Source: an optimization exercise on an open RTL-to-GDS flow (aim: a short achievable clock period and few clock cycles). Production flows keep margins and buffers that such runs may drop.
The RTL was checked by simulation tests, not by an equivalence proof against the original design.
Power is estimated from default activity; no workload was simulated.

File: config.mk
export PLATFORM = sky130hd
export DESIGN_NAME = processor
export DESIGN_NICKNAME = processor
export VERILOG_FILES = /design/flow/design.v
export SDC_FILE = /design/flow/constraint.sdc
export NUM_CORES = 4
export LEC_CHECK = 0
export CAP_MARGIN = 20
export CORE_MARGIN = 2
export CORE_UTILIZATION = 55
export SETUP_SLACK_MARGIN = 3.6
export SLEW_MARGIN = 20
File: design.v
`default_nettype none
package cpu_pkg;
    localparam int WORD_W = 32;
    localparam int REG_W  = 5;
    localparam int OP_W   = 5;
    typedef logic [WORD_W-1:0] word_t;     
    typedef logic [WORD_W-1:0] insn_t;
    typedef logic [REG_W-1:0]  reg_idx_t;
    typedef logic [OP_W-1:0]   opcode_t;
    typedef logic [OP_W-1:0]   alu_op_t;
    typedef enum logic [1:0] {FWD_RF, FWD_MEM, FWD_WB} fwd_sel_t;
    localparam opcode_t OP_RTYPE = 5'd0;
    localparam opcode_t OP_J     = 5'd1;
    localparam opcode_t OP_BNE   = 5'd2;
    localparam opcode_t OP_JAL   = 5'd3;
    localparam opcode_t OP_JR    = 5'd4;
    localparam opcode_t OP_ADDI  = 5'd5;
    localparam opcode_t OP_BLT   = 5'd6;
    localparam opcode_t OP_SW    = 5'd7;
    localparam opcode_t OP_LW    = 5'd8;
    localparam alu_op_t ALU_ADD = 5'd0;
    localparam alu_op_t ALU_SUB = 5'd1;
    localparam alu_op_t ALU_AND = 5'd2;
    localparam alu_op_t ALU_OR  = 5'd3;
    localparam alu_op_t ALU_SLL = 5'd4;
    localparam alu_op_t ALU_SRA = 5'd5;
    localparam int OPC_HI   = 31;
    localparam int OPC_LO   = 27;
    localparam int RD_HI    = 26;
    localparam int RD_LO    = 22;
    localparam int RS_HI    = 21;
    localparam int RS_LO    = 17;
    localparam int RT_HI    = 16;
    localparam int RT_LO    = 12;
    localparam int SHAMT_HI = 11;
    localparam int SHAMT_LO = 7;
    localparam int FUNC_HI  = 6;
    localparam int FUNC_LO  = 2;
    localparam int IMM_HI   = 16;    
    localparam int IMM_LO   = 0;
    localparam int TGT_HI   = 26;    
    localparam int TGT_LO   = 0;
    localparam reg_idx_t LINK_REG = 5'd31;    
    localparam insn_t    NOP_INSN = '0;       
endpackage
`default_nettype wire
`timescale 1ns/1ns
`default_nettype none
module processor (
    input  logic              clock,
    input  logic              rst_n,
    output cpu_pkg::word_t    address_imem,
    input  cpu_pkg::insn_t    q_imem,
    output cpu_pkg::word_t    address_dmem,
    output cpu_pkg::word_t    data,
    output logic              wren,
    input  cpu_pkg::word_t    q_dmem,
    output logic              ctrl_writeEnable,
    output cpu_pkg::reg_idx_t ctrl_writeReg,
    output cpu_pkg::reg_idx_t ctrl_readRegA,
    output cpu_pkg::reg_idx_t ctrl_readRegB,
    output cpu_pkg::word_t    data_writeReg,
    input  cpu_pkg::word_t    data_readRegA,
    input  cpu_pkg::word_t    data_readRegB
);
    logic [31:0] pc;
    logic [31:0] ras [4];
    logic [1:0]  ras_sp;             
    logic [15:0] bht_v;
    logic [1:0]  bht_c [16];
    logic        u_v;                
    logic [9:0]  u_idx;
    logic        u_t;
    logic        u_back;             
    logic [15:0] lp_v;
    logic [3:0]  lp_cnt  [16];
    logic [3:0]  lp_trip [16];
    logic [5:0]  lp_tag  [16];
    logic        d_back, x_back, m_back;
    logic        rec;
    logic [31:0] rec_pc;
    logic        d_valid;
    logic [4:0]  d_shamt;
    logic        d_bne, d_blt, d_jr, d_lw, d_sw;
    logic        d_wr;               
    logic        d_late;             
    logic        d_hz;               
    logic        x_hz;               
    logic [4:0]  d_dest;
    logic        d_useimm;           
    logic [31:0] d_imm;
    logic [31:0] d_pc1;              
    logic [9:0]  d_idx;              
    logic        d_pred;             
    logic [31:0] d_ras;              
    logic        d_and, d_or, d_sll, d_sra, d_jal;
    logic        d_r_sum, d_r_dif, d_r_lg;
    logic [4:0]  d_ra;               
    logic [4:0]  d_rb;               
    logic        d_a2s, d_a2d, d_a2l, d_a3, d_a3q, d_a4, d_arf;
    logic        d_a3h, d_a3qh, d_a4h, d_arfh;
    logic        d_b2s, d_b2d, d_b2l, d_b3, d_b3q, d_b4, d_brf;
    logic        d_b3h, d_b3qh, d_b4h, d_brfh;
    logic        x_valid;
    logic [4:0]  x_shamt;
    logic        x_bne, x_blt, x_jr, x_lw, x_sw;
    logic        x_wr;
    logic        x_useimm;
    logic [4:0]  x_dest;
    logic [31:0] x_imm;
    logic [31:0] x_pc1;
    logic [9:0]  x_idx;
    logic        x_pred;
    logic        x_jrp;              
    logic [31:0] x_ras;
    logic [16:0] x_alt_lo;           
    logic        s_and, s_or, s_sll, s_sra, s_jal;
    logic        x_r_sum, x_r_dif, x_r_lg;
    logic [31:0] dx_a, dx_b, dx_c;   
    logic        xa0, xa1s, xa1d, xa1l, xa2;
    logic        xb0, xb1s, xb1d, xb1l, xb2;
    logic        xc0, xc1s, xc1d, xc1l, xc2;
    logic        xa1, xb1;
    logic        m_valid;
    logic [4:0]  m_shamt;
    logic        m_bne, m_blt, m_jr, m_lw, m_sw, m_wr;
    logic        m_useimm;
    logic [4:0]  m_dest;
    logic [15:0] m_pc1_hi;
    logic [9:0]  m_idx;
    logic        m_pred;
    logic [31:0] m_alt;              
    logic        m_and, m_or, m_sll, m_sra, m_jal;
    logic        m_r_sum, m_r_dif, m_r_lg;
    logic [15:0] m_sum_lo, m_dif_lo, m_lg_lo;    
    logic        m_c_sum, m_c_dif;   
    logic        m_ne_lo, m_ltu_lo;  
    logic [15:0] m_a_lo, m_b_lo;     
    logic [15:0] m_a_hi, m_b_hi, m_c_hi;    
    logic        ma0, ma1s, ma1d, ma1l;
    logic        mb0, mb1s, mb1d, mb1l;
    logic        mc0, mc1s, mc1d, mc1l;    
    logic        n_wr, n_lw, n_sw;
    logic [4:0]  n_dest;
    logic [15:0] n_sum_hi, n_dif_hi, n_lg_hi;    
    logic        n_r_sum, n_r_dif, n_r_lg;
    logic [15:0] n_lo;               
    logic [31:0] n_addr;
    logic [31:0] n_st;
    logic        w_wr;
    logic [4:0]  w_dest;
    logic [31:0] w_val;
    logic [31:0] pc1;
    logic [4:0]  f_op;
    logic [4:0]  f_rd, f_rs, f_rt, f_func;
    logic [31:0] f_imm;
    logic [31:0] f_tgt;
    logic [31:0] f_brt;
    logic        f_rtype, f_j, f_bne, f_jal, f_jr, f_addi, f_blt, f_sw, f_lw;
    logic        f_br, f_short;
    logic        f_static;
    logic        f_pred;
    logic        f_wr_any;
    logic [4:0]  f_dest;
    logic        f_wr;
    logic [4:0]  f_ra, f_rb;
    logic [31:0] f_npc;
    logic [31:0] ras_top;
    logic [9:0]  f_idx;
    logic        stall;
    assign address_imem = pc;
    assign pc1   = pc + 32'd1;
    assign f_op   = q_imem[31:27];
    assign f_rd   = q_imem[26:22];
    assign f_rs   = q_imem[21:17];
    assign f_rt   = q_imem[16:12];
    assign f_func = q_imem[6:2];
    assign f_imm  = {{15{q_imem[16]}}, q_imem[16:0]};
    assign f_tgt  = {{5{q_imem[26]}}, q_imem[26:0]};
    logic [4:0]  brt_a;              
    logic [4:0]  brt_b0, brt_b1;     
    logic        c4, c8;
    logic [23:0] pc_hi_p, pc_hi_m;
    logic        hi_0, hi_p, hi_m;
    assign f_short = (q_imem[16:7] == 10'h000) | (q_imem[16:7] == 10'h3ff);
    assign brt_a   = {1'b0, pc[3:0]} + {1'b0, q_imem[3:0]} + 5'd1;
    assign brt_b0  = {1'b0, pc[7:4]} + {1'b0, q_imem[7:4]};
    assign brt_b1  = {1'b0, pc[7:4]} + {1'b0, q_imem[7:4]} + 5'd1;
    assign c4      = brt_a[4];
    assign c8      = (c4 & brt_b1[4]) | (~c4 & brt_b0[4]);
    assign pc_hi_p = pc[31:8] + 24'd1;
    assign pc_hi_m = pc[31:8] - 24'd1;
    assign hi_0    = (q_imem[16] == c8);
    assign hi_p    = ~q_imem[16] & c8;
    assign hi_m    = q_imem[16] & ~c8;
    assign f_brt[3:0]  = brt_a[3:0];
    assign f_brt[7:4]  = ({4{c4}} & brt_b1[3:0]) | ({4{~c4}} & brt_b0[3:0]);
    assign f_brt[31:8] = ({24{hi_0}} & pc[31:8]) | ({24{hi_p}} & pc_hi_p)
                       | ({24{hi_m}} & pc_hi_m);
    assign f_rtype = (f_op == 5'd0);
    assign f_j     = (f_op == 5'd1);
    assign f_bne   = (f_op == 5'd2);
    assign f_jal   = (f_op == 5'd3);
    assign f_jr    = (f_op == 5'd4);
    assign f_addi  = (f_op == 5'd5);
    assign f_blt   = (f_op == 5'd6);
    assign f_sw    = (f_op == 5'd7);
    assign f_lw    = (f_op == 5'd8);
    assign f_br    = (f_bne | f_blt) & (q_imem[16:0] != 17'd0);
    assign f_idx    = pc[9:0];
    assign f_static = q_imem[16] | (f_bne & (f_rd != f_rs));
    logic [15:0] pb_back, pb_hist;
    always_comb begin
        for (int i = 0; i < 16; i++) begin
            pb_back[i] = lp_v[i] ? (lp_cnt[i] != lp_trip[i]) : (~bht_v[i] | bht_c[i][1]);
            pb_hist[i] = bht_c[i][1];
        end
    end
    logic [15:0] f_sel;
    logic        f_pb_back, f_pb_hist, f_pb_v;
    always_comb begin
        for (int i = 0; i < 16; i++) f_sel[i] = (pc[3:0] == i[3:0]);
    end
    assign f_pb_back = |(f_sel & pb_back);
    assign f_pb_hist = |(f_sel & pb_hist);
    assign f_pb_v    = |(f_sel & bht_v);
    assign f_pred = f_br & f_short & (q_imem[16] ? f_pb_back : (f_pb_v ? f_pb_hist : f_static));
    assign f_wr_any = f_rtype | f_addi | f_lw | f_jal;
    assign f_dest   = f_jal ? 5'd31 : f_rd;
    assign f_wr     = f_wr_any & (f_dest != 5'd0);
    assign f_ra   = (f_bne | f_blt) ? f_rd : f_rs;
    assign f_rb   = (f_bne | f_blt) ? f_rs : ((f_sw | f_jr) ? f_rd : f_rt);
    assign ras_top = ras[ras_sp];
    logic u_rs, u_rt, u_rd;
    logic hold_d, hold_x;
    assign u_rs   = f_rtype | f_addi | f_lw | f_sw | f_bne | f_blt;
    assign u_rt   = f_rtype;
    assign u_rd   = f_sw | f_bne | f_blt | f_jr;
    assign hold_d = d_hz & ((u_rs & (f_rs == d_dest)) | (u_rt & (f_rt == d_dest))
                          | (u_rd & (f_rd == d_dest)));
    assign hold_x = x_hz & ((u_rs & (f_rs == x_dest)) | (u_rt & (f_rt == x_dest))
                          | (u_rd & (f_rd == x_dest)));
    assign stall  = ~rec & ~fixing & (hold_d | hold_x);
    logic        d_fixv;
    logic        d_fix_up;           
    logic [7:0]  d_fix_lo;
    logic [23:0] d_fix_hp, d_fix_hm;
    logic [31:0] d_fix_pc;
    logic        fixing;
    assign fixing = d_fixv & ~rec;
    assign d_fix_pc = {d_fix_up ? d_fix_hp : d_fix_hm, d_fix_lo};
    logic n_tgt, n_ras, n_seq, n_go;
    logic [31:0] f_jmp_pc, f_pred_pc;
    assign n_go   = ~rec & ~fixing & ~stall;
    assign n_tgt  = f_j | f_jal;
    assign n_ras  = f_jr;
    assign n_seq  = ~(f_j | f_jal | f_jr);
    assign f_jmp_pc  = ({32{n_tgt}} & f_tgt) | ({32{n_ras}} & ras_top) | ({32{n_seq}} & pc1);
    assign f_pred_pc = f_pred ? {pc[31:8], f_brt[7:0]} : f_jmp_pc;
    assign f_npc  = ({32{rec}} & rec_pc) | ({32{fixing}} & d_fix_pc)
                  | ({32{~rec & ~fixing & stall}} & pc) | ({32{n_go}} & f_pred_pc);
    logic [15:0] n_hi;
    assign n_hi = ({16{n_r_sum}} & n_sum_hi) | ({16{n_r_dif}} & n_dif_hi) | ({16{n_r_lg}} & n_lg_hi);
    logic dv;
    logic p1a, p1b, p2a, p2b;
    logic [16:0] alt_lo;
    assign dv  = d_valid & ~rec;
    assign p1a = x_valid & x_wr & (d_ra == x_dest);
    assign p1b = x_valid & x_wr & (d_rb == x_dest);
    assign p2a = m_valid & m_wr & (d_ra == m_dest);
    assign p2b = m_valid & m_wr & (d_rb == m_dest);
    assign alt_lo = {1'b0, d_pc1[15:0]} + {1'b0, d_imm[15:0]};
    logic [31:0] cap_a, cap_b;
    assign cap_a[15:0]  = ({16{d_a2s}} & m_sum_lo) | ({16{d_a2d}} & m_dif_lo) | ({16{d_a2l}} & m_lg_lo)
                        | ({16{d_a3}}  & n_lo)     | ({16{d_a3q}} & q_dmem[15:0])
                        | ({16{d_a4}}  & w_val[15:0]) | ({16{d_arf}} & data_readRegA[15:0]);
    assign cap_a[31:16] = ({16{d_a3h}} & n_hi) | ({16{d_a3qh}} & q_dmem[31:16])
                        | ({16{d_a4h}} & w_val[31:16]) | ({16{d_arfh}} & data_readRegA[31:16]);
    assign cap_b[15:0]  = ({16{d_b2s}} & m_sum_lo) | ({16{d_b2d}} & m_dif_lo) | ({16{d_b2l}} & m_lg_lo)
                        | ({16{d_b3}}  & n_lo)     | ({16{d_b3q}} & q_dmem[15:0])
                        | ({16{d_b4}}  & w_val[15:0]) | ({16{d_brf}} & data_readRegB[15:0]);
    assign cap_b[31:16] = ({16{d_b3h}} & n_hi) | ({16{d_b3qh}} & q_dmem[31:16])
                        | ({16{d_b4h}} & w_val[31:16]) | ({16{d_brfh}} & data_readRegB[31:16]);
    logic        xv;
    logic [15:0] opa_l, opb_l, addb_l;
    logic [16:0] sum_l, dif_l;
    logic [15:0] lg_l;
    logic [31:0] sll_l;
    assign xv = x_valid & ~rec;
    assign opa_l  = ({16{xa0}}  & dx_a[15:0]) | ({16{xa1s}} & m_sum_lo) | ({16{xa1d}} & m_dif_lo)
                  | ({16{xa1l}} & m_lg_lo);
    assign opb_l  = ({16{xb0}}  & dx_b[15:0]) | ({16{xb1s}} & m_sum_lo) | ({16{xb1d}} & m_dif_lo)
                  | ({16{xb1l}} & m_lg_lo);
    assign addb_l = ({16{xc0}}  & dx_c[15:0]) | ({16{xc1s}} & m_sum_lo) | ({16{xc1d}} & m_dif_lo)
                  | ({16{xc1l}} & m_lg_lo);
    assign sum_l = {1'b0, opa_l} + {1'b0, addb_l};
    assign dif_l = {1'b0, opa_l} - {1'b0, opb_l};    
    assign sll_l = {16'd0, opa_l} << x_shamt;
    assign lg_l  = ({16{s_and}} & (opa_l & opb_l))
                 | ({16{s_or}}  & (opa_l | opb_l))
                 | ({16{s_sll}} & sll_l[15:0])
                 | ({16{s_jal}} & x_pc1[15:0]);
    logic        mv;
    logic [15:0] opa_h, opb_h, addb_h;
    logic [15:0] sum_h, dif_h, lg_h;
    logic [31:0] opa_f, opb_f;
    logic [31:0] sll_f, sra_f;
    logic        ne, lt, taken;
    logic        misp;
    assign mv = m_valid & ~rec;
    assign opa_h  = ({16{ma1s}} & n_sum_hi) | ({16{ma1d}} & n_dif_hi) | ({16{ma1l}} & n_lg_hi)
                  | ({16{ma0}}  & m_a_hi);
    assign opb_h  = ({16{mb1s}} & n_sum_hi) | ({16{mb1d}} & n_dif_hi) | ({16{mb1l}} & n_lg_hi)
                  | ({16{mb0}}  & m_b_hi);
    assign addb_h = ({16{mc1s}} & n_sum_hi) | ({16{mc1d}} & n_dif_hi) | ({16{mc1l}} & n_lg_hi)
                  | ({16{mc0}}  & m_c_hi);
    logic [16:0] sum_h1, dif_h1;
    assign sum_h1 = {opa_h, 1'b1} + {addb_h, m_c_sum};
    assign dif_h1 = {opa_h, 1'b0} - {opb_h, m_c_dif};
    assign sum_h  = sum_h1[16:1];
    assign dif_h  = dif_h1[16:1];
    assign opa_f = {opa_h, m_a_lo};
    assign opb_f = {opb_h, m_b_lo};
    assign sll_f = opa_f << m_shamt;
    assign sra_f = $signed(opa_f) >>> m_shamt;
    assign lg_h  = ({16{m_and}} & (opa_h & opb_h))
                 | ({16{m_or}}  & (opa_h | opb_h))
                 | ({16{m_sll}} & sll_f[31:16])
                 | ({16{m_sra}} & sra_f[31:16])
                 | ({16{m_jal}} & m_pc1_hi);
    assign ne    = m_ne_lo | (opa_h != opb_h);
    assign lt    = ($signed(opa_h) < $signed(opb_h)) | ((opa_h == opb_h) & m_ltu_lo);
    assign taken = (m_bne & ne) | (m_blt & lt);
    assign misp = mv & (((m_bne | m_blt) & (taken != m_pred))
                        | (m_jr & (opb_f != m_alt)));
    assign address_dmem     = n_addr;
    assign data             = n_st;
    assign wren             = n_sw;
    assign ctrl_writeEnable = w_wr;
    assign ctrl_writeReg    = w_dest;
    assign data_writeReg    = w_val;
    assign ctrl_readRegA    = d_ra;
    assign ctrl_readRegB    = d_rb;
    always_ff @(posedge clock) begin
        if (!rst_n) begin
            pc      <= 32'd0;
            d_valid <= 1'b0;
            x_valid <= 1'b0;
            d_hz    <= 1'b0;
            x_hz    <= 1'b0;
            m_valid <= 1'b0;
            rec     <= 1'b0;
            d_fixv  <= 1'b0;
            ras_sp  <= 2'd0;
            ras[0]  <= 32'd0;
            ras[1]  <= 32'd0;
            ras[2]  <= 32'd0;
            ras[3]  <= 32'd0;
        end else begin
            pc      <= f_npc;
            d_valid <= n_go;
            x_valid <= dv;
            d_hz    <= n_go & f_wr & (f_lw | (f_rtype & (f_func == 5'd5)));
            x_hz    <= dv & d_wr & (d_lw | d_sra);
            m_valid <= xv;
            rec     <= misp;
            d_fixv  <= n_go & f_pred & ~hi_0;
            if (~rec & ~fixing & f_jal) begin
                ras[ras_sp + 2'd1] <= pc1;
            end
            if (~rec & ~fixing & f_jal) begin
                ras_sp <= ras_sp + 2'd1;
            end else if (n_go & f_jr) begin
                ras_sp <= ras_sp - 2'd1;
            end
        end
    end
    always_ff @(posedge clock) begin
        rec_pc   <= m_jr ? opb_f : m_alt;
        d_fix_up <= hi_p;
        d_fix_lo <= f_brt[7:0];
        d_fix_hp <= pc_hi_p;
        d_fix_hm <= pc_hi_m;
    end
    always_ff @(posedge clock) begin
        if (!rst_n) begin
            bht_v <= 16'd0;
            u_v   <= 1'b0;
            for (int i = 0; i < 16; i++) bht_c[i] <= 2'd0;
        end else begin
            u_v   <= mv & (m_bne | m_blt);
            if (u_v) begin
                bht_v[u_idx[3:0]] <= 1'b1;
                if (!u_bv)                          bht_c[u_idx[3:0]] <= u_t ? 2'd3 : 2'd0;
                else if (u_t && u_bc != 2'd3)       bht_c[u_idx[3:0]] <= u_bc + 2'd1;
                else if (!u_t && u_bc != 2'd0)      bht_c[u_idx[3:0]] <= u_bc - 2'd1;
            end
        end
    end
    logic       u_bv;
    logic [1:0] u_bc;
    always_ff @(posedge clock) begin
        u_bv   <= bht_v[m_idx[3:0]];
        u_bc   <= bht_c[m_idx[3:0]];
        u_idx  <= m_idx;
        u_t    <= taken;
        u_back <= m_back;
    end
    logic [3:0] lp_base;
    logic       lp_same;
    always_ff @(posedge clock) begin
        lp_same <= (lp_tag[m_idx[3:0]] == m_idx[9:4]);
        lp_base <= (lp_tag[m_idx[3:0]] == m_idx[9:4]) ? lp_cnt[m_idx[3:0]] : 4'd0;
    end
    always_ff @(posedge clock) begin
        if (!rst_n) begin
            lp_v <= 16'd0;
            for (int i = 0; i < 16; i++) begin
                lp_cnt[i]  <= 4'd0;
                lp_trip[i] <= 4'd0;
                lp_tag[i]  <= 6'd0;
            end
        end else if (u_v & u_back) begin
            lp_tag[u_idx[3:0]] <= u_idx[9:4];
            if (u_t) begin
                if (lp_base == 4'd15) begin
                    lp_v[u_idx[3:0]] <= 1'b0;
                end else begin
                    lp_v[u_idx[3:0]]   <= lp_same & lp_v[u_idx[3:0]];
                    lp_cnt[u_idx[3:0]] <= lp_base + 4'd1;
                end
            end else begin
                lp_v[u_idx[3:0]]    <= (lp_base != 4'd15);
                lp_trip[u_idx[3:0]] <= lp_base;
                lp_cnt[u_idx[3:0]]  <= 4'd0;
            end
        end
    end
    logic fa2, fa3, fa4, fb2, fb3, fb4;
    assign fa2 = x_valid & x_wr & (f_ra == x_dest);
    assign fa3 = m_valid & m_wr & (f_ra == m_dest);
    assign fa4 = n_wr & (f_ra == n_dest);
    assign fb2 = x_valid & x_wr & (f_rb == x_dest);
    assign fb3 = m_valid & m_wr & (f_rb == m_dest);
    assign fb4 = n_wr & (f_rb == n_dest);
    always_ff @(posedge clock) begin
        d_shamt  <= q_imem[11:7];
        d_bne    <= f_bne & f_br;
        d_blt    <= f_blt & f_br;
        d_jr     <= f_jr;
        d_lw     <= f_lw;
        d_sw     <= f_sw;
        d_wr     <= f_wr;
        d_late   <= f_lw | (f_rtype & (f_func == 5'd5));
        d_dest   <= f_dest;
        d_useimm <= f_addi | f_lw | f_sw;
        d_imm    <= f_imm;
        d_pc1    <= pc1;
        d_idx    <= f_idx;
        d_back   <= q_imem[16];
        d_pred   <= f_pred;
        d_ras    <= ras_top;
        d_and    <= f_rtype & (f_func == 5'd2);
        d_or     <= f_rtype & (f_func == 5'd3);
        d_sll    <= f_rtype & (f_func == 5'd4);
        d_sra    <= f_rtype & (f_func == 5'd5);
        d_jal    <= f_jal;
        d_r_sum  <= f_addi | f_lw | f_sw | (f_rtype & (f_func == 5'd0));
        d_r_dif  <= f_rtype & (f_func == 5'd1);
        d_r_lg   <= f_jal | (f_rtype & ((f_func == 5'd2) | (f_func == 5'd3)
                                       | (f_func == 5'd4) | (f_func == 5'd5)));
        d_ra     <= f_ra;
        d_rb     <= f_rb;
        d_a2s    <= fa2 & x_r_sum;
        d_a2d    <= fa2 & x_r_dif;
        d_a2l    <= fa2 & x_r_lg;
        d_a3     <= ~fa2 & fa3 & ~m_lw;
        d_a3q    <= ~fa2 & fa3 & m_lw;
        d_a4     <= ~fa2 & ~fa3 & fa4;
        d_arf    <= ~fa2 & ~fa3 & ~fa4;
        d_a3h    <= fa3 & ~m_lw;
        d_a3qh   <= fa3 & m_lw;
        d_a4h    <= ~fa3 & fa4;
        d_arfh   <= ~fa3 & ~fa4;
        d_b2s    <= fb2 & x_r_sum;
        d_b2d    <= fb2 & x_r_dif;
        d_b2l    <= fb2 & x_r_lg;
        d_b3     <= ~fb2 & fb3 & ~m_lw;
        d_b3q    <= ~fb2 & fb3 & m_lw;
        d_b4     <= ~fb2 & ~fb3 & fb4;
        d_brf    <= ~fb2 & ~fb3 & ~fb4;
        d_b3h    <= fb3 & ~m_lw;
        d_b3qh   <= fb3 & m_lw;
        d_b4h    <= ~fb3 & fb4;
        d_brfh   <= ~fb3 & ~fb4;
    end
    always_ff @(posedge clock) begin
        x_shamt  <= d_shamt;
        x_bne    <= d_bne;
        x_blt    <= d_blt;
        x_jr     <= d_jr;
        x_lw     <= d_lw;
        x_sw     <= d_sw;
        x_wr     <= d_wr;
        x_useimm <= d_useimm;
        x_dest   <= d_dest;
        x_imm    <= d_imm;
        x_pc1    <= d_pc1;
        x_idx    <= d_idx;
        x_back   <= d_back;
        x_pred   <= d_pred;
        x_jrp    <= d_jr;
        x_ras    <= d_ras;
        x_alt_lo <= alt_lo;
        s_and    <= d_and;
        s_or     <= d_or;
        s_sll    <= d_sll;
        s_sra    <= d_sra;
        s_jal    <= d_jal;
        x_r_sum  <= d_r_sum;
        x_r_dif  <= d_r_dif;
        x_r_lg   <= d_r_lg;
        dx_a     <= cap_a;
        dx_b     <= cap_b;
        dx_c     <= d_useimm ? d_imm : cap_b;
        xa1      <= p1a;
        xb1      <= p1b;
        xa0      <= ~p1a;
        xa1s     <= p1a & x_r_sum;
        xa1d     <= p1a & x_r_dif;
        xa1l     <= p1a & x_r_lg;
        xa2      <= ~p1a & p2a;
        xb0      <= ~p1b;
        xb1s     <= p1b & x_r_sum;
        xb1d     <= p1b & x_r_dif;
        xb1l     <= p1b & x_r_lg;
        xb2      <= ~p1b & p2b;
        xc0      <= d_useimm | ~p1b;
        xc1s     <= ~d_useimm & p1b & x_r_sum;
        xc1d     <= ~d_useimm & p1b & x_r_dif;
        xc1l     <= ~d_useimm & p1b & x_r_lg;
        xc2      <= ~d_useimm & ~p1b & p2b;
    end
    always_ff @(posedge clock) begin
        m_shamt  <= x_shamt;
        m_bne    <= x_bne;
        m_blt    <= x_blt;
        m_jr     <= x_jr;
        m_lw     <= x_lw;
        m_sw     <= x_sw;
        m_wr     <= x_wr;
        m_useimm <= x_useimm;
        m_dest   <= x_dest;
        m_pc1_hi <= x_pc1[31:16];
        m_idx    <= x_idx;
        m_back   <= x_back;
        m_pred   <= x_pred;
        m_alt    <= x_jrp  ? x_ras
                  : x_pred ? x_pc1
                  : {x_pc1[31:16] + x_imm[31:16] + {15'd0, x_alt_lo[16]}, x_alt_lo[15:0]};
        m_and    <= s_and;
        m_or     <= s_or;
        m_sll    <= s_sll;
        m_sra    <= s_sra;
        m_jal    <= s_jal;
        m_r_sum  <= x_r_sum;
        m_r_dif  <= x_r_dif;
        m_r_lg   <= x_r_lg;
        m_sum_lo <= sum_l[15:0];
        m_dif_lo <= dif_l[15:0];
        m_lg_lo  <= lg_l;
        m_c_sum  <= sum_l[16];
        m_c_dif  <= dif_l[16];
        m_ne_lo  <= (opa_l != opb_l);
        m_ltu_lo <= dif_l[16];
        m_a_lo   <= opa_l;
        m_b_lo   <= opb_l;
        m_a_hi   <= xa2 ? n_hi : dx_a[31:16];
        m_b_hi   <= xb2 ? n_hi : dx_b[31:16];
        m_c_hi   <= xc2 ? n_hi : dx_c[31:16];
        ma0      <= ~xa1;
        ma1s     <= xa1 & m_r_sum;
        ma1d     <= xa1 & m_r_dif;
        ma1l     <= xa1 & m_r_lg;
        mb0      <= ~xb1;
        mb1s     <= xb1 & m_r_sum;
        mb1d     <= xb1 & m_r_dif;
        mb1l     <= xb1 & m_r_lg;
        mc0      <= x_useimm | ~xb1;
        mc1s     <= ~x_useimm & xb1 & m_r_sum;
        mc1d     <= ~x_useimm & xb1 & m_r_dif;
        mc1l     <= ~x_useimm & xb1 & m_r_lg;
    end
    always_ff @(posedge clock) begin
        if (!rst_n) begin
            n_wr <= 1'b0;
            n_lw <= 1'b0;
            n_sw <= 1'b0;
            w_wr <= 1'b0;
        end else begin
            n_wr <= mv & m_wr;
            n_lw <= mv & m_lw;
            n_sw <= mv & m_sw;
            w_wr <= n_wr;
        end
    end
    always_ff @(posedge clock) begin
        n_dest   <= m_dest;
        n_sum_hi <= sum_h;
        n_dif_hi <= dif_h;
        n_lg_hi  <= lg_h;
        n_r_sum  <= m_r_sum;
        n_r_dif  <= m_r_dif;
        n_r_lg   <= m_r_lg;
        n_lo     <= ({16{m_r_sum}} & m_sum_lo) | ({16{m_r_dif}} & m_dif_lo)
                  | ({16{m_r_lg & ~m_sra}} & m_lg_lo) | ({16{m_sra}} & sra_f[15:0]);
        n_addr   <= {sum_h, m_sum_lo};
        n_st     <= opb_f;
        w_dest   <= n_dest;
        w_val    <= n_lw ? q_dmem : {n_hi, n_lo};
    end
endmodule
`default_nettype wire
File: run.sh
#!/bin/bash
# synth_recipe.tcl (not shown) runs the flow's synth.tcl, then flattens the netlist and writes it again
# the make line also repeats each setting of config.mk as NAME=value (left out here)
make -C /OpenROAD-flow-scripts/flow DESIGN_CONFIG=/design/flow/config.mk WORK_HOME=/design/flow/orfs CLKGATE_MAP_FILE= SYNTH_SCRIPT=/design/flow/synth_recipe.tcl finish
File: constraint.sdc
create_clock -name core_clock -period 6.5 [get_ports {clock}]
set_input_delay 1.3000 -clock core_clock [delete_from_list [all_inputs] [get_ports {clock}]]
set_output_delay 1.3000 -clock core_clock [all_outputs]
set_load 0.01 [all_outputs]
==> results of run 1 <==
==> final cells by class <==
class	instances	share of cell area, %
antenna	10	0.03495
clock buffer	193	5.707
clock inverter	67	1.012
inverter	274	1.466
multi-input combinational	3703	39.72
sequential	1331	42.88
tap	1403	2.452
timing repair buffer	533	6.722
==> routing by layer <==
layer  up-vias  GRT usage, %  routed length [um]
li1      21170             -                   -
met1     23230         55.01               88720
met2      3147         50.81               85370
met3       411         11.11               29610
met4         6         9.849                5915
met5         -             0                 161
==> cells in the mapped netlist, types with 27 or more instances <==
master	count
and3_1	117
a221oi_1	46
nand3_1	155
nor3_1	76
nand4_1	42
mux2_2	75
dfxtp_1	947
a21oi_1	212
a222oi_1	112
mux4_2	139
mux2i_1	142
buf_2	45
nand2b_1	37
o21ai_0	228
inv_1	264
o221ai_1	27
xor2_1	94
clkbuf_1	302
nand2_1	483
edfxtp_1	384
and2_1	103
o21a_1	29
a22oi_1	240
buf_1	27
ha_1	182
o21ai_1	56
a211oi_1	32
xnor2_1	251
nor2b_1	38
a22o_1	45
nor2_1	478
==> worst max-delay path by stage <==
stage	end	slack (ns)	depth (start not counted)
after floorplan	rec	3.18	14
after global placement	pc[30]	1.79	9
after detailed placement	pc[31]	1.79	9
after CTS	rec	3.21	12
after global routing	rec	3.05	12
final	rec	3.15	12
==> worst max-delay path, cell delays in order, from the launching register on <==
cell and delay (ns):
dfxtp_4 0.39, buf_6 0.15, a22oi_1 0.27, nand2_2 0.26
ha_1 0.44, nand2_1 0.13, or3_1 0.38, or4_4 0.54
o21ai_4 0.16, a21o_1 0.13, o21ai_1 0.06, a21oi_1 0.13
a21bo_1 0.21
==> power by group <==
part | internal, mW | total, mW | switching, mW
Sequential | 9.06 | 9.63 | 0.565
Combinational | 1.06 | 2.44 | 1.38
Clock | 4.85 | 8.32 | 3.48
Total | 15.0 | 20.4 | 5.42
==> through the flow <==
stage                     cell area (um^2)  instances
after floorplan                      60350       5683
after global placement               63790       7054
after detailed placement             63790       7054
after CTS                            70510       7441
after global routing                 71590       7508
final                                71600       7514
==> state kept, by name, summed over array words and instances (netlist names), 64 cells and up, named ones only <==
name	cells
lp_tag	96
lp_trip	64
lp_cnt	64
ras	128
==> kinds of logic after synthesis <==
family / Yosys count / synth area share (%)
AOI/OAI and AO/OA: 1201 / 13.91
xor gates and xnor gates: 345 / 5.062
adders and majority gates: 191 / 4.117
buffers and inverters: 653 / 4.240
DFF: 1331 / 51.08
muxes: 361 / 9.215
and+or+nand+nor: 1601 / 12.37
==> what timing repair did <==
| item | CTS | global route |
|---|---|---|
| hold buffers | 0 | 0 |
| resized for setup | 509 | 143 |
| setup endpoints to repair | 731 | 239 |
| gates cloned | 4 | 2 |
| pin swaps | 70 | 41 |
| setup buffers | 123 | 60 |
==> flow_metrics.tcl, run 1 <==
set metrics [dict create \
    num_rows 120 \
    min_path_cells 0 \
    worst_hold_slack_ns 0.3239 \
    crit_path_start_kind "flip-flop" \
    start_util_pct 55.60 \
    drc_errors 0 \
    grt_pass1_wl_um 302700 \
    drt-pass1-iter-count 10 \
    min_path_type "flip-flop to flip-flop" \
    reg2reg_slack_ns 3.15 \
    totalWireLength_um 209800 \
    core-area_um2 107400 \
    ys_ff_latch 1331 \
    vias_per_cell 6.384 \
    final_common_cell "dfxtp_1" \
    required_ns 7.14 \
    grt_max_degree 60 \
    cp-end-kind "flip-flop" \
    grt_pass1_vias 44960 \
    hold_viol 0 \
    cts_buffers 141 \
    routedWlPerCell_um 27.92 \
    areaGrowthSynthToFinish_pct 19.96 \
    nets 6305 \
    cts_buffer_depth 3 \
    post_synth.cell_area_avg_um2 10.50 \
    fin_skew_ns 0.02135 \
    htree_levels 4 \
    startpoint "ma1s" \
    critical_path_arrival_ns 4.00 \
    synth_nets 6004 \
    clk_pin_slew_worst_paths_ns 0.06 \
    critPathMaxFanout 10 \
    setup_ws_ns 3.149 \
    final_cell_mix "dfxtp_1, nor2_1, nand2_1, edfxtp_1, inv_1" \
    synth_top_flop_cell "dfxtp_1" \
    antenna_found_initial 22 \
    outcome "finished clean" \
    synthArstFlopShare_pct 0 \
    hold_start "d_ras[31]" \
    num_vias 47970 \
    layout-drive-gt1-share_pct 18.24 \
    gr-total-overflow 0 \
    max_slew_margin_pct 20.85 \
    routabilityCongestion 0.9871 \
    utilization_pct 66.70 \
    cts.sinks 1331 \
    die-area_um2 111200 \
    ys_top_cells_by_area "dfxtp_1, edfxtp_1, mux4_2" \
    period_share_pct 51.56 \
    postRouteAntennaNets 0 \
    syn_area_um2 59690 \
    p_per_area_nw_per_um2 284.8 \
    ys_types 89 \
    setup_tns_ns 0 \
    power.leakage_nw 28.60 \
    io_buffers 274 \
    ios 275 \
    place_ws_ns 1.786 \
    syn-instance-count 5683 \
    critical_path_class "flip-flop to flip-flop" \
    dpl.hpwl_um 149500 \
    root_buffer "clkbuf_16" \
    rr_worst_depth 12 \
    ys_seq_area_share_pct 51.08 \
    synth_edf_count 384 \
    slew_viol_final 0 \
    max_freq_mhz 298.4 \
    p_total_mw 20.39 \
    multiInputGateArea_um2 28440 \
    fp.dieH_um 333.4 \
    hold_end "x_ras[31]" \
    rsz0062_at_grt "yes" \
    setup-violations-final 0 \
    num-fill-cells 8383 \
    final.min_clock_period_ns 3.351 \
    timing.rr.start "ma1s" \
    peakVddDrop_mv 0.2169 \
    worstSkewPairLatency_ns 0.76 \
    r2r-end "rec" \
    yosysTopAreaCellShare_pct 31.76 \
    drtIter0Drc 6633 \
    cts_tree "yes" \
    tightestPinTransition_ns 1.178 \
    max_cap_viol_count 0 \
    synth_top_area_cell "dfxtp_1" \
    die_w_um 333.4 \
    ff_latch_area_um2 30710 \
    grt_usage_pct 36.60 \
    yosys_warnings 1 \
]
Testbench counts, summed over its fixed seeds: cycles 117,865.
==> inputs of run 2 (changes only) <==
--- a/config.mk
+++ b/config.mk
@@ -10,3 +10,4 @@
 export CORE_UTILIZATION = 55
 export SETUP_SLACK_MARGIN = 3.6
 export SLEW_MARGIN = 20
+export TNS_END_PERCENT = 10
==> flow_metrics.tcl, run 2 <==
set metrics [dict create \
    yosys_warnings 1 \
    totalWireLength_um 208800 \
    synth_nets 6004 \
    setup-violations-final 0 \
    vias_per_cell 6.412 \
    antenna_found_initial 13 \
    required_ns 7.14 \
    synth_common_cells "dfxtp_1, nand2_1, nor2_1" \
    final_common_cell "dfxtp_1" \
    hold_end "m_idx[4]" \
    max_cap_viol_count 0 \
    yosysMostFrequentCell "dfxtp_1" \
    postRouteAntennaNets 0 \
    ys_seq_area_share_pct 51.08 \
    drc_errors 0 \
    die_w_um 333.4 \
    critical_path_arrival_ns 4.08 \
    synth_top_area_cell "dfxtp_1" \
    r2r-end "n_st[29]" \
    largest_reg_flops 128 \
    ios 275 \
    use_met2_pct 50.04 \
    critical_path_class "flip-flop to flip-flop" \
    final.min_clock_period_ns 3.437 \
    hold_start "x_idx[4]" \
    final_cell_mix "dfxtp_1, nor2_1, nand2_1, edfxtp_1, xnor2_1" \
    syn-instance-count 5683 \
    gr-total-overflow 0 \
    drt-pass1-iter-count 14 \
    period_share_pct 52.87 \
    start_util_pct 55.60 \
    syn_area_um2 59690 \
    grt_pass1_wl_um 301900 \
    synth_edf_count 384 \
    setup_tns_ns 0 \
    place_ws_ns 1.301 \
    nets 6277 \
    top_register "ras" \
    final_cell_area_um2 71230 \
    peakVddDrop_mv 0.2427 \
    hold_viol 0 \
    cts_buffer_depth 3 \
    rsz0062_at_grt "yes" \
    utilization_pct 66.35 \
    synthArstFlopShare_pct 0 \
    cp-end-kind "flip-flop" \
    outcome "finished clean" \
    ys_types 89 \
    htree_levels 4 \
    met1_usage_pct 55.41 \
    min_path_cells 0 \
    cts.sinks 1331 \
    cts_buffers 139 \
    max_slew_margin_pct 18.12 \
    dpl.hpwl_um 147500 \
    fp.dieH_um 333.4 \
    max_freq_mhz 291.0 \
    worstSkewPairLatency_ns 0.76 \
    clk_pin_slew_worst_paths_ns 0.06 \
    min_path_type "flip-flop to flip-flop" \
    die-area_um2 111200 \
    root_buffer "clkbuf_16" \
    crit_path_start_kind "flip-flop" \
    routedWlPerCell_um 27.93 \
    ys_ff_latch 1331 \
    power.leakage_nw 28.14 \
    post_synth.cell_area_avg_um2 10.50 \
    setup_ws_ns 3.063 \
    yosysTopAreaCellShare_pct 31.76 \
    grt_pass1_vias 44590 \
    ys_top_cells_by_area "dfxtp_1, edfxtp_1, mux4_2" \
    num_rows 120 \
    tightestPinTransition_ns 1.219 \
    fin_skew_ns 0.02008 \
    dpl-instance-area_um2 63460 \
    slew_viol_final 0 \
    drtIter0Drc 7248 \
    routabilityCongestion 0.9827 \
    grt_usage_pct 36.57 \
    core-area_um2 107400 \
    met3_usage_pct 11.27 \
    rr_worst_depth 24 \
    grt_max_degree 60 \
    grt-busiest-layer "met1" \
    num_vias 47930 \
    areaGrowthSynthToFinish_pct 19.34 \
    cts_tree "yes" \
    layout-drive-gt1-share_pct 16.26 \
    largest_registers "ras x128, lp_tag x96" \
    io_buffers 274 \
    timing.rr.start "mb1d" \
    reg2reg_slack_ns 3.06 \
    synth_top_flop_cell "dfxtp_1" \
    critPathMaxFanout 6 \
    p_per_area_nw_per_um2 284.9 \
]
[run 2: cell types whose count changed in the layout (fill, tap and decap cells not counted), moves of 7 or more]
cell,before,now
dfxtp_2,60,28
dlymetal6s2s_1,4,15
dfxtp_4,38,27
clkdlybuf4s50_1,100,234
dfxtp_1,849,892
o221ai_2,26,0
o221ai_1,1,26
clkinv_2,24,17
buf_4,211,182
dlygate4sd2_1,150,13
[run 2: layout make-up]
cell class                 count  area (um^2)
inverter                     274         1044
timing repair buffer         504         4858
antenna                        8        20.02
multi-input combinational   3706        28260
sequential                  1331        30630
clock buffer                 194         3988
clock inverter                55        681.9
tap                         1403         1755
fill                        8357        36120
[run 2: worst max-delay path, stage by stage, from the launching register on]
cell      delay, ns
dfxtp_2        0.33
buf_12         0.14
a22o_1         0.20
a221oi_4       0.30
inv_2          0.10
buf_4          0.15
buf_6          0.10
buf_4          0.12
buf_6          0.10
buf_6          0.10
buf_6          0.10
buf_6          0.10
buf_4          0.11
buf_4          0.12
buf_4          0.13
buf_6          0.11
buf_4          0.12
buf_4          0.12
buf_6          0.10
buf_6          0.10
buf_6          0.10
buf_6          0.10
buf_4          0.12
buf_4          0.11
buf_4          0.12
[run 2: cell families (layout without fill, tap and decap cells)]
logic type / Yosys count / count (layout) / share of synthesized area [%]
flops: 1331 / 1331 / 51.08
compound gates: 1201 / 1204 / 13.91
other cells: 0 / 8 / 0
mux: 361 / 361 / 9.215
buf+inv: 653 / 1027 / 4.240
xor+xnor: 345 / 345 / 5.062
fa+ha+maj: 191 / 191 / 4.117
simple gates: 1601 / 1605 / 12.37
[run 2: how the worst max path moves through the flow]
stage | from | to | depth (start not counted) | slack (ns)
floorplan | mb0 | rec | 14 | 3.18
global placement | q_imem[28] | pc[30] | 7 | 1.41
detailed placement | q_imem[28] | pc[10] | 7 | 1.30
CTS | mb1d | rec | 13 | 3.12
global route | mb1d | n_st[29] | 24 | 3.02
finish | mb1d | n_st[29] | 24 | 3.06
[run 2: power by group]
| group | switching (mW) | leakage [nW] | internal, mW |
|---|---|---|---|
| clock network | 3.37 | 2.28 | 4.82 |
| logic | 1.37 | 14.0 | 1.10 |
| registers | 0.580 | 11.8 | 9.05 |
[run 2: timing repair]
item / 4_1_cts / 5_1_grt
buffers inserted: 117 / 37
pin swaps: 68 / 43
setup endpoints to repair: 882 / 539
hold buffers: 0 / 0
cloned: 7 / 2
gates resized for setup: 306 / 167
[run 2: metal layers]
| metal | up-vias | routed length (um) |
|---|---|---|
| met5 | - | 27 |
| met4 | 4 | 5390 |
| met3 | 364 | 28280 |
| met2 | 3193 | 83960 |
| met1 | 23230 | 91160 |
| li1 | 21140 | - |
[run 2: through the flow]
stage | hold slack, ns | total power, mW | instances
final | 0.3184 | 20.29 | 7475
after global routing | 0.3199 | 20.85 | 7470
after CTS | 0.3133 | 20.19 | 7426
after detailed placement | 0.3121 | 11.96 | 7053
after global placement | 0.3100 | 11.93 | 7053
after floorplan | 0.3096 | 10.93 | 5683
==> inputs of run 3 (changes only) <==
--- a/config.mk
+++ b/config.mk
@@ -8,6 +8,5 @@
 export CAP_MARGIN = 20
 export CORE_MARGIN = 2
 export CORE_UTILIZATION = 55
-export SETUP_SLACK_MARGIN = 3.6
+export SETUP_SLACK_MARGIN = 3.2
 export SLEW_MARGIN = 20
-export TNS_END_PERCENT = 10
==> flow_metrics.tcl, run 3 <==
set metrics [dict create \
    outcome "finished clean" \
    htree_levels 4 \
    critPathMaxFanout 9 \
    power.leakage_nw 27.51 \
    synthAdderAreaFrac_pct 4.117 \
    synth_xor_area_share_pct 5.062 \
    synthArstFlopShare_pct 0 \
    rsz0062_at_grt "yes" \
    cpPeakStageDelay_ns 0.54 \
    core-area_um2 107400 \
    crit_family "simple AND/OR/NAND/NOR gates" \
    p_per_area_nw_per_um2 289.8 \
    top_register "ras" \
    startpoint "mb1l" \
    synth_top_area_cell "dfxtp_1" \
    setup_ws_ns 3.130 \
    worst_hold_slack_ns 0.3112 \
    syn-instance-count 5683 \
    timing.rr.start "mb1l" \
    period_share_pct 51.85 \
    cts.sinks 1331 \
    r2r-end "rec" \
    tightestPinTransition_ns 1.194 \
    num_rows 120 \
    slew_viol_final 0 \
    synth_edf_count 384 \
    synth_nets 6004 \
    fin_skew_ns 0.02289 \
    critical_path_arrival_ns 4.08 \
    yosys_warnings 1 \
    post_synth.cell_area_avg_um2 10.50 \
    syn_area_um2 59690 \
    hold_start "d_ras[0]" \
    final_cell_mix "dfxtp_1, nor2_1, nand2_1, edfxtp_1, inv_1" \
    yosys.area_share.simple_pct 12.37 \
    postRouteAntennaNets 0 \
    min_path_cells 0 \
    yosysMostFrequentCell "dfxtp_1" \
    critical_path_class "flip-flop to flip-flop" \
    synth_compound_area_share_pct 13.91 \
    synth.mux.area_fraction_pct 9.215 \
    dpl-instance-area_um2 63430 \
    cp-end-kind "flip-flop" \
    ff_latch_area_um2 30600 \
    cts_buffers 140 \
    nets 6207 \
    synth_top_family_by_area "compound AO/OA/AOI/OAI gates" \
    die-area_um2 111200 \
    routedWlPerCell_um 27.62 \
    crit_path_start_kind "flip-flop" \
    synth_top_flop_cell "dfxtp_1" \
    clk_pin_slew_worst_paths_ns 0.06 \
    num_vias 47280 \
    max_cap_viol_count 0 \
    start_util_pct 55.60 \
    multiInputGateArea_um2 27510 \
    max_freq_mhz 296.7 \
    cts_tree "yes" \
    rr_worst_depth 12 \
    setup_tns_ns 0 \
    final_common_cell "dfxtp_1" \
    grt_pass1_vias 43890 \
    slowest_stage "or4_4" \
    reg2reg_slack_ns 3.13 \
    min_path_type "flip-flop to flip-flop" \
    drc_errors 0 \
    hold_viol 0 \
    largest_reg_flops 128 \
    place_ws_ns 1.022 \
    ys_seq_area_share_pct 51.08 \
    crit_buf_inv 1 \
    max_slew_margin_pct 19.77 \
    p_total_mw 20.25 \
    gr-total-overflow 0 \
    drt-pass1-iter-count 10 \
    vias_per_cell 6.380 \
    drtIter0Drc 6462 \
    die_w_um 333.4 \
    grt_pass1_wl_um 296700 \
    routabilityCongestion 1.005 \
    cts_buffer_depth 3 \
    synth_common_cells "dfxtp_1, nand2_1, nor2_1" \
    antenna_found_initial 16 \
    io_buffers 274 \
    path_depth 12 \
    setup-violations-final 0 \
    fp.dieH_um 333.4 \
    largest_registers "ras x128, lp_tag x96" \
    required_ns 7.21 \
    num-fill-cells 8493 \
    endpoint "rec" \
    ys_ff_latch 1331 \
    areaGrowthSynthToFinish_pct 17.06 \
    final.min_clock_period_ns 3.370 \
    root_buffer "clkbuf_16" \
    cp_cell_sequence "a22o_1 > a221oi_4 > inv_2 > ha_4 > or4_4 > or2_4 > nor4_1 > nand3_1 > a21o_1 > o21ai_1 > a21oi_1 > a21bo_1" \
    ios 275 \
    totalWireLength_um 204700 \
    peakVddDrop_mv 0.2371 \
    final_cell_area_um2 69870 \
    grt_usage_pct 35.93 \
    dpl.hpwl_um 148000 \
    layout-drive-gt1-share_pct 13.30 \
    ys_types 89 \
    yosysTopAreaCellShare_pct 31.76 \
    ys_top_cells_by_area "dfxtp_1, edfxtp_1, mux4_2" \
    worstSkewPairLatency_ns 0.77 \
    grt_max_degree 114 \
]
-- run 3: cell counts after synthesis --
Identical to the previous run, type by type.
-- run 3: kinds of logic after synthesis --
kind of cell	Yosys count
AO/OA/AOI/OAI	1201
XOR/XNOR	345
adder cells (fa/ha/maj)	191
buffers and inverters	653
flip-flops	1331
multiplexers	361
AND/OR/NAND/NOR	1601
-- run 3: worst min path at each step --
| stage | endpoint |
|---|---|
| after global routing | x_ras[30] |
| after floorplan | m_blt |
| after detailed placement | m_idx[0] |
| final | x_ras[0] |
| after global placement | x_ras[30] |
| after CTS | x_ras[0] |
-- run 3: per-layer routing --
layer	wire, um	track usage (%)	up-vias	part of all wire (%)
li1	-	-	20970	-
met1	89810	54.83	22960	44
met2	81940	49.16	3012	40
met3	27900	10.82	331	14
met4	5029	9.156	2	2.5
met5	11	0	-	0.0054
-- run 3: area by class of cell --
class | count | area share [%]
well taps | 1403 | 2.512
flip-flops and latches | 1331 | 43.79
diodes | 6 | 0.02149
inverters | 274 | 1.477
clock inverters | 60 | 1.137
repair buffers | 433 | 5.940
multi-input cells | 3706 | 39.38
clock buffers | 198 | 5.744
-- run 3: worst register-to-register path, delay by kind of cell (launching register included) --
| kind | cells | cell delay (ns) |
|---|---|---|
| compound gates | 6 | 1.07 |
| simple gates | 4 | 1.52 |
| flops | 1 | 0.38 |
| buf+inv | 1 | 0.10 |
| fa+ha+maj | 1 | 0.24 |
-- run 3: report_power, final --
| group | internal, mW | leakage [nW] | switching (mW) |
|---|---|---|---|
| Sequential | 9.06 | 11.8 | 0.589 |
| Clock | 4.78 | 2.34 | 3.49 |
| Combinational | 1.03 | 13.3 | 1.30 |
| Total | 14.9 | 27.5 | 5.39 |
-- run 3: timing repair --
action / CTS / global route
setup buffers: 57 / 27
endpoints found under the setup margin: 380 / 215
hold buffers: 0 / 0
gates cloned: 5 / 2
hold endpoints to repair: 0 / 0
resized for setup: 125 / 96
pin swaps: 29 / 18
-- run 3: through the flow --
step                std cells  utilization (%)
floorplan                5683                -
global placement         7054            59.08
detailed placement       7054            59.08
CTS                      7374            64.54
finish                   7411            65.09
global route             7408            65.08
==> inputs of run 4 (changes only) <==
--- a/design.v
+++ b/design.v
@@ -307,6 +307,9 @@
     logic [31:0] sll_f, sra_f;
     logic        ne, lt, taken;
     logic        misp;
+    logic        b2_v_br, b2_v_jr, b2_bne, b2_blt, b2_pred, b2_ne, b2_lt, b2_jrne, b2_back;
+    logic [9:0]  b2_idx;
+    logic [31:0] b2_rec_pc;
     assign mv = m_valid & ~rec;
     assign opa_h  = ({16{ma1s}} & n_sum_hi) | ({16{ma1d}} & n_dif_hi) | ({16{ma1l}} & n_lg_hi)
                   | ({16{ma0}}  & m_a_hi);
@@ -330,9 +333,8 @@
                  | ({16{m_jal}} & m_pc1_hi);
     assign ne    = m_ne_lo | (opa_h != opb_h);
     assign lt    = ($signed(opa_h) < $signed(opb_h)) | ((opa_h == opb_h) & m_ltu_lo);
-    assign taken = (m_bne & ne) | (m_blt & lt);
-    assign misp = mv & (((m_bne | m_blt) & (taken != m_pred))
-                        | (m_jr & (opb_f != m_alt)));
+    assign taken = (b2_bne & b2_ne) | (b2_blt & b2_lt);
+    assign misp = (b2_v_br & (taken != b2_pred)) | (b2_v_jr & b2_jrne);
     assign address_dmem     = n_addr;
     assign data             = n_st;
     assign wren             = n_sw;
@@ -376,7 +378,7 @@
         end
     end
     always_ff @(posedge clock) begin
-        rec_pc   <= m_jr ? opb_f : m_alt;
+        rec_pc   <= b2_rec_pc;
         d_fix_up <= hi_p;
         d_fix_lo <= f_brt[7:0];
         d_fix_hp <= pc_hi_p;
@@ -388,7 +390,7 @@
             u_v   <= 1'b0;
             for (int i = 0; i < 16; i++) bht_c[i] <= 2'd0;
         end else begin
-            u_v   <= mv & (m_bne | m_blt);
+            u_v   <= b2_v_br;
             if (u_v) begin
                 bht_v[u_idx[3:0]] <= 1'b1;
                 if (!u_bv)                          bht_c[u_idx[3:0]] <= u_t ? 2'd3 : 2'd0;
@@ -400,17 +402,17 @@
     logic       u_bv;
     logic [1:0] u_bc;
     always_ff @(posedge clock) begin
-        u_bv   <= bht_v[m_idx[3:0]];
-        u_bc   <= bht_c[m_idx[3:0]];
-        u_idx  <= m_idx;
+        u_bv   <= bht_v[b2_idx[3:0]];
+        u_bc   <= bht_c[b2_idx[3:0]];
+        u_idx  <= b2_idx;
         u_t    <= taken;
-        u_back <= m_back;
+        u_back <= b2_back;
     end
     logic [3:0] lp_base;
     logic       lp_same;
     always_ff @(posedge clock) begin
-        lp_same <= (lp_tag[m_idx[3:0]] == m_idx[9:4]);
-        lp_base <= (lp_tag[m_idx[3:0]] == m_idx[9:4]) ? lp_cnt[m_idx[3:0]] : 4'd0;
+        lp_same <= (lp_tag[b2_idx[3:0]] == b2_idx[9:4]);
+        lp_base <= (lp_tag[b2_idx[3:0]] == b2_idx[9:4]) ? lp_cnt[b2_idx[3:0]] : 4'd0;
     end
     always_ff @(posedge clock) begin
         if (!rst_n) begin
@@ -596,15 +598,28 @@
             n_wr <= 1'b0;
             n_lw <= 1'b0;
             n_sw <= 1'b0;
+            b2_v_br <= 1'b0;
+            b2_v_jr <= 1'b0;
             w_wr <= 1'b0;
         end else begin
-            n_wr <= mv & m_wr;
-            n_lw <= mv & m_lw;
-            n_sw <= mv & m_sw;
+            n_wr <= mv & ~misp & m_wr;
+            n_lw <= mv & ~misp & m_lw;
+            n_sw <= mv & ~misp & m_sw;
+            b2_v_br <= mv & ~misp & (m_bne | m_blt);
+            b2_v_jr <= mv & ~misp & m_jr;
             w_wr <= n_wr;
         end
     end
     always_ff @(posedge clock) begin
+        b2_bne    <= m_bne;
+        b2_blt    <= m_blt;
+        b2_pred   <= m_pred;
+        b2_ne     <= ne;
+        b2_lt     <= lt;
+        b2_jrne   <= (opb_f != m_alt);
+        b2_back   <= m_back;
+        b2_idx    <= m_idx;
+        b2_rec_pc <= m_jr ? opb_f : m_alt;
         n_dest   <= m_dest;
         n_sum_hi <= sum_h;
         n_dif_hi <= dif_h;
--- a/config.mk
+++ b/config.mk
@@ -8,5 +8,5 @@
 export CAP_MARGIN = 20
 export CORE_MARGIN = 2
 export CORE_UTILIZATION = 55
-export SETUP_SLACK_MARGIN = 3.2
+export SETUP_SLACK_MARGIN = 3.6
 export SLEW_MARGIN = 20
==> flow_metrics.tcl, run 4 <==
set metrics [dict create \
    outcome "finished clean" \
    crit_buf_inv 4 \
    routedWlPerCell_um 28.15 \
    share_seq_of_total_power_pct 47.9 \
    die_w_um 337.2 \
    postRouteAntennaNets 0 \
    p_sw_share_pct 26.42 \
    syn-instance-count 5744 \
    cpPeakStageDelay_ns 0.47 \
    cp-end-kind "flip-flop" \
    hold_viol 0 \
    setup_tns_ns 0 \
    setup-violations-final 0 \
    slew_viol_final 0 \
    syn_area_um2 61060 \
    pwr-share-comb_pct 12.0 \
    cp_cell_sequence "clkinvlp_4 > ha_4 > and3b_1 > a32oi_1 > o221ai_2 > o211ai_1 > o311ai_4 > a31oi_4 > buf_4 > buf_6 > buf_16 > mux2i_1 > o22ai_1" \
    layout-drive-gt1-share_pct 20.14 \
    period_share_pct 49.34 \
    rr_worst_depth 13 \
    fin_skew_ns 0.03427 \
    dpl.hpwl_um 150200 \
    min_path_cells 0 \
    synth_nets 6065 \
    cts_tree "yes" \
    cts_buffer_depth 3 \
    largest_registers "ras x128, lp_tag x96" \
    ctsHoldBuffers 0 \
    crit_family "compound AO/OA/AOI/OAI gates" \
    ys_top_cells_by_area "dfxtp_1, edfxtp_1, mux4_2" \
    critical_path_class "flip-flop to flip-flop" \
    root_buffer "clkbuf_16" \
    tightestPinTransition_ns 1.136 \
    routabilityCongestion 0.9742 \
    htree_levels 4 \
    antenna_found_initial 10 \
    totalWireLength_um 217400 \
    num_rows 122 \
    internal_power_mw 15.35 \
    cts.sinks 1382 \
    p_per_area_nw_per_um2 280.9 \
    io_buffers 274 \
    core-area_um2 110400 \
    ys_types 89 \
    worst_hold_slack_ns 0.3211 \
    power_frac_clock_pct 40.0 \
    rsz0062_at_grt "yes" \
    gr-total-overflow 0 \
    num_vias 49270 \
    cts_buffers 143 \
    ios 275 \
    areaGrowthSynthToFinish_pct 21.63 \
    drc_errors 0 \
    nets 6438 \
    yosysTopAreaCellShare_pct 32.72 \
    final_common_cell "dfxtp_1" \
    grt_pass1_vias 46820 \
    max_freq_mhz 311.8 \
    final.min_clock_period_ns 3.207 \
    yosys_warnings 1 \
    timing.rr.start "pc[0]" \
    crit_path_start_kind "flip-flop" \
    required_ns 7.12 \
    drt-pass1-iter-count 13 \
    max_cap_viol_count 0 \
    reg2reg_slack_ns 3.29 \
    ys_seq_area_share_pct 51.61 \
    die-area_um2 113700 \
    hold_start "m_idx[6]" \
    vias_per_cell 6.378 \
    slowest_stage "o211ai_1" \
    ys_ff_latch 1382 \
    synth_top_flop_cell "dfxtp_1" \
    post_synth.cell_area_avg_um2 10.63 \
    final_cell_mix "dfxtp_1, nor2_1, edfxtp_1, nand2_1, buf_4" \
    grt_usage_pct 37.62 \
    max_slew_margin_pct 24.18 \
    power.leakage_nw 29.71 \
    critical_path_arrival_ns 3.83 \
    start_util_pct 55.33 \
    synth_common_cells "dfxtp_1, nor2_1, nand2_1" \
    worstSkewPairLatency_ns 0.76 \
    synth_top_area_cell "dfxtp_1" \
    min_path_type "flip-flop to flip-flop" \
    largest_reg_flops 128 \
    fp.dieH_um 337.2 \
    grt_pass1_wl_um 314800 \
    grt_max_degree 55 \
    switchingPower_mw 5.512 \
    peakVddDrop_mv 0.2585 \
    synthArstFlopShare_pct 0 \
    synth_edf_count 384 \
    drtIter0Drc 6905 \
    r2r-end "pc[27]" \
    hold_end "b2_idx[6]" \
    critPathMaxFanout 6 \
    yosysMostFrequentCell "dfxtp_1" \
    top_register "ras" \
    clk_pin_slew_worst_paths_ns 0.06 \
]
==> run 4: metrics by stage <==
step / total power [mW] / cells / setup WS, ns / util, % / instance area [um^2]
2_1_floorplan: 11.31 / 5744 / 3.082 / - / 61510
3_3_place_gp: 12.37 / 7204 / 1.760 / 59.04 / 65160
3_5_place_dp: 12.38 / 7204 / 1.699 / 59.04 / 65160
4_1_cts: 20.74 / 7647 / 3.360 / 66.20 / 73060
5_1_grt: 21.48 / 7716 / 3.305 / 67.28 / 74250
6_report: 20.86 / 7724 / 3.293 / 67.29 / 74270
==> run 4: repair_timing <==
item                        CTS  global route
setup buffers               173            67
setup endpoints to repair  1069           138
gates resized for setup     692           165
cloned                       16             0
pin swaps                    94           102
==> run 4: logic make-up after synthesis <==
group	synth area share [%]
DFF	51.61
buffers and inverters	4.143
muxes	8.916
and+or+nand+nor	12.69
adders and majority gates	4.025
xor gates and xnor gates	5.006
AOI/OAI and AO/OA	13.61
==> run 4: power groups by stage <==
| stage | Sequential, mW | Clock, mW | Combinational [mW] |
|---|---|---|---|
| global placement | 10.2 | 0 | 2.20 |
| floorplan | 9.88 | 0 | 1.43 |
| finish | 10.0 | 8.35 | 2.51 |
| CTS | 9.98 | 8.41 | 2.36 |
| global route | 10.0 | 8.77 | 2.67 |
| detailed placement | 10.2 | 0 | 2.21 |
==> run 4: metal layers <==
layer	GRT usage, %	part of all wire [%]
met1	51.84	40
met5	0	0.022
met3	8.415	11
met2	56.71	44
met4	17.10	5.2
==> run 4: cell type report <==
cell class	instances	area, um^2
Clock buffer	199	4085
Antenna cell	10	25.02
Multi-Input combinational cell	3723	29140
Sequential cell	1382	31790
Inverter	254	977.2
Tap cell	1488	1862
Fill cell	8617	36100
Timing Repair Buffer	613	5720
Clock inverter	55	670.6
==> run 4: how the worst max path moves through the flow <==
stage / cells past startpoint / from / to
after floorplan: 11 / q_imem[27] / pc[4]
after global placement: 8 / q_imem[28] / pc[23]
after detailed placement: 9 / q_imem[28] / pc[25]
after CTS: 12 / pc[0] / pc[31]
after global routing: 12 / q_imem[12] / pc[27]
final: 13 / pc[0] / pc[27]
Testbench counts of run 4, summed over its fixed seeds: cycles 119,787.
==> inputs of run 5 (changes only) <==
--- a/config.mk
+++ b/config.mk
@@ -8,5 +8,5 @@
 export CAP_MARGIN = 20
 export CORE_MARGIN = 2
 export CORE_UTILIZATION = 55
-export SETUP_SLACK_MARGIN = 3.6
+export SETUP_SLACK_MARGIN = 3.3
 export SLEW_MARGIN = 20
==> flow_metrics.tcl, run 5 <==
set metrics [dict create \
    slew_viol_final 0 \
    fin_skew_ns 0.02851 \
    max_cap_viol_count 0 \
    setup_tns_ns 0 \
    totalWireLength_um 208700 \
    setup-violations-final 0 \
    ios 275 \
    setup_ws_ns 3.252 \
    fin_cells 7568 \
    routedWlPerCell_um 27.58 \
    required_ns 7.19 \
    syn_area_um2 61060 \
    core-area_um2 110400 \
    num_rows 122 \
    top_register "ras" \
    p_total_mw 20.58 \
    areaGrowthSynthToFinish_pct 17.13 \
    layout-drive-gt1-share_pct 14.53 \
    drt-pass1-iter-count 10 \
    io_buffers 274 \
    ys_ff_latch 1382 \
    cts_tree "yes" \
    synthArstFlopShare_pct 0 \
    critical_path_arrival_ns 3.94 \
    clk_pin_slew_worst_paths_ns 0.07 \
    critical_path_class "flip-flop to flip-flop" \
    final.min_clock_period_ns 3.248 \
    place_ws_ns 1.448 \
    grt_max_degree 60 \
    dpl.hpwl_um 150000 \
    cp-end-kind "flip-flop" \
    ys_seq_area_share_pct 51.61 \
    htree_levels 4 \
    final_common_cell "dfxtp_1" \
    fp.dieH_um 337.2 \
    dpl-instance-area_um2 65080 \
    yosysMostFrequentCell "dfxtp_1" \
    synth_top_area_cell "dfxtp_1" \
    max_freq_mhz 307.9 \
    routabilityCongestion 0.9926 \
    cts_buffers 143 \
    die_w_um 337.2 \
    synth_edf_count 384 \
    rsz0062_at_grt "no" \
    drtIter0Drc 6038 \
    p_per_area_nw_per_um2 287.7 \
    min_path_type "flip-flop to flip-flop" \
    ys_top_cells_by_area "dfxtp_1, edfxtp_1, mux4_2" \
    crit_path_start_kind "flip-flop" \
    critPathMaxFanout 13 \
    ctsHoldBuffers 0 \
    root_buffer "clkbuf_16" \
    outcome "finished clean" \
    ys_types 89 \
    grt_pass1_vias 45080 \
    hold_viol 0 \
    grt_usage_pct 36.12 \
    tightestPinTransition_ns 1.156 \
    dp.cells 7210 \
    cts_buffer_depth 3 \
    largest_reg_flops 128 \
    drc_errors 0 \
    final_cell_mix "dfxtp_1, nor2_1, nand2_1, edfxtp_1, o21ai_0" \
    start_util_pct 55.33 \
    vias_per_cell 6.315 \
    power.leakage_nw 28.21 \
    nets 6281 \
    period_share_pct 49.96 \
    yosys_warnings 1 \
    cts.sinks 1382 \
    post_synth.cell_area_avg_um2 10.63 \
    synth_top_flop_cell "dfxtp_1" \
    max_slew_margin_pct 22.60 \
    worst_hold_slack_ns 0.3128 \
    gr-total-overflow 0 \
    syn-instance-count 5744 \
    peakVddDrop_mv 0.2506 \
    final_cell_area_um2 71520 \
    synth_nets 6065 \
    postRouteAntennaNets 0 \
    largest_registers "ras x128, lp_tag x96" \
    antenna_found_initial 14 \
    yosysTopAreaCellShare_pct 32.72 \
    num_vias 47790 \
    worstSkewPairLatency_ns 0.77 \
    grt_pass1_wl_um 303200 \
    die-area_um2 113700 \
    synth_common_cells "dfxtp_1, nor2_1, nand2_1" \
    utilization_pct 64.80 \
]
[run 5: cell counts after synthesis]
No cell type changed its count.
[run 5: worst max-delay path: stages, from the launching register on]
cell and delay, ns:
dfxtp_4 0.40, clkinvlp_4 0.16, ha_4 0.25, a22o_1 0.21, a222oi_1 0.45, a22o_1 0.24, o211ai_1 0.20, o311ai_4 0.16
buf_4 0.19, buf_12 0.11, a31oi_4 0.04, buf_12 0.19, or4_1 0.46, nand3_1 0.09
[run 5: area by class of cell]
class	instances	area (um^2)
inverter	254	964.7
multi-input combinational	3719	27990
clock inverter	64	615.6
sequential	1382	31690
tap	1488	1862
timing repair buffer	460	4322
fill	8916	38840
clock buffer	199	4078
antenna	2	5.005
[run 5: kinds of logic (layout without fill, tap and decap cells)]
logic type | count (synthesis) | count (layout) | share of synthesized area, %
buf+inv | 645 | 977 | 4.143
mux | 350 | 350 | 8.916
compound gates | 1206 | 1207 | 13.61
other cells | 0 | 2 | 0
flops | 1382 | 1382 | 51.61
simple gates | 1621 | 1622 | 12.69
fa+ha+maj | 191 | 191 | 4.025
xor+xnor | 349 | 349 | 5.006
[run 5: path summary, 6_finish.rpt]
check            from       end  slack (ns)  cells after the start
max             pc[0]    pc[17]        3.25                     13
min          d_ras[7]  x_ras[7]        0.31                      0
max reg2reg     pc[0]    pc[17]        3.25                     13
min reg2reg  d_ras[7]  x_ras[7]        0.31                      0
[run 5: power by group]
group	internal [mW]	total, mW	switching [mW]	leakage [nW]
registers	9.40	9.98	0.589	12.3
logic	1.05	2.38	1.33	13.6
clock network	4.67	8.21	3.54	2.29
total	15.1	20.6	5.46	28.2
[run 5: layer usage]
layer	share of wire, %	up-vias	track usage (%)
li1	-	21300	-
met1	41	23420	49.56
met2	45	2608	55.35
met3	10	456	8.099
met4	4.4	14	14.90
met5	0.045	-	0
[run 5: repair_timing]
action / 4_1_cts / 5_1_grt
cloned: 2 / 3
setup buffers: 36 / 52
resized for setup: 221 / 109
setup endpoints to repair: 416 / 224
pin swaps: 37 / 47

## re-timing with driven ports
Ports are ideal in the flow. The routed layouts listed here were re-timed in OpenROAD. Step 1 sets driving cells, clkbuf_16 on the clock port and buf_2 on the other inputs (assumed; they add their load-dependent delay and slew). Step 2 times the ports against the registers' clock, not the clock port: input delays grow and output delays shrink by t, the midpoint of the rising clock arrivals with the driver on. a / b / c = ideal / step 1 / step 2; a / b = the first two.
run | t, ns | setup WS [ns] | cell pins on the clock port's net
run 1 | 0.827 | 3.149 / 3.149 / 2.841 | 1
run 2 | 0.826 | 3.063 / 3.063 / 2.516 | 1
run 3 | 0.836 | 3.130 / 3.130 / 2.422 | 1
run 4 | 0.826 | 3.293 / 3.293 / 2.577 | 1
run 5 | 0.833 | 3.252 / 3.249 / 2.513 | 1
After both steps every run listed still meets setup and hold. For run 5, which loses most, drivers alone change the setup slack by -0.003 ns; drivers and shift together by -0.739 ns.
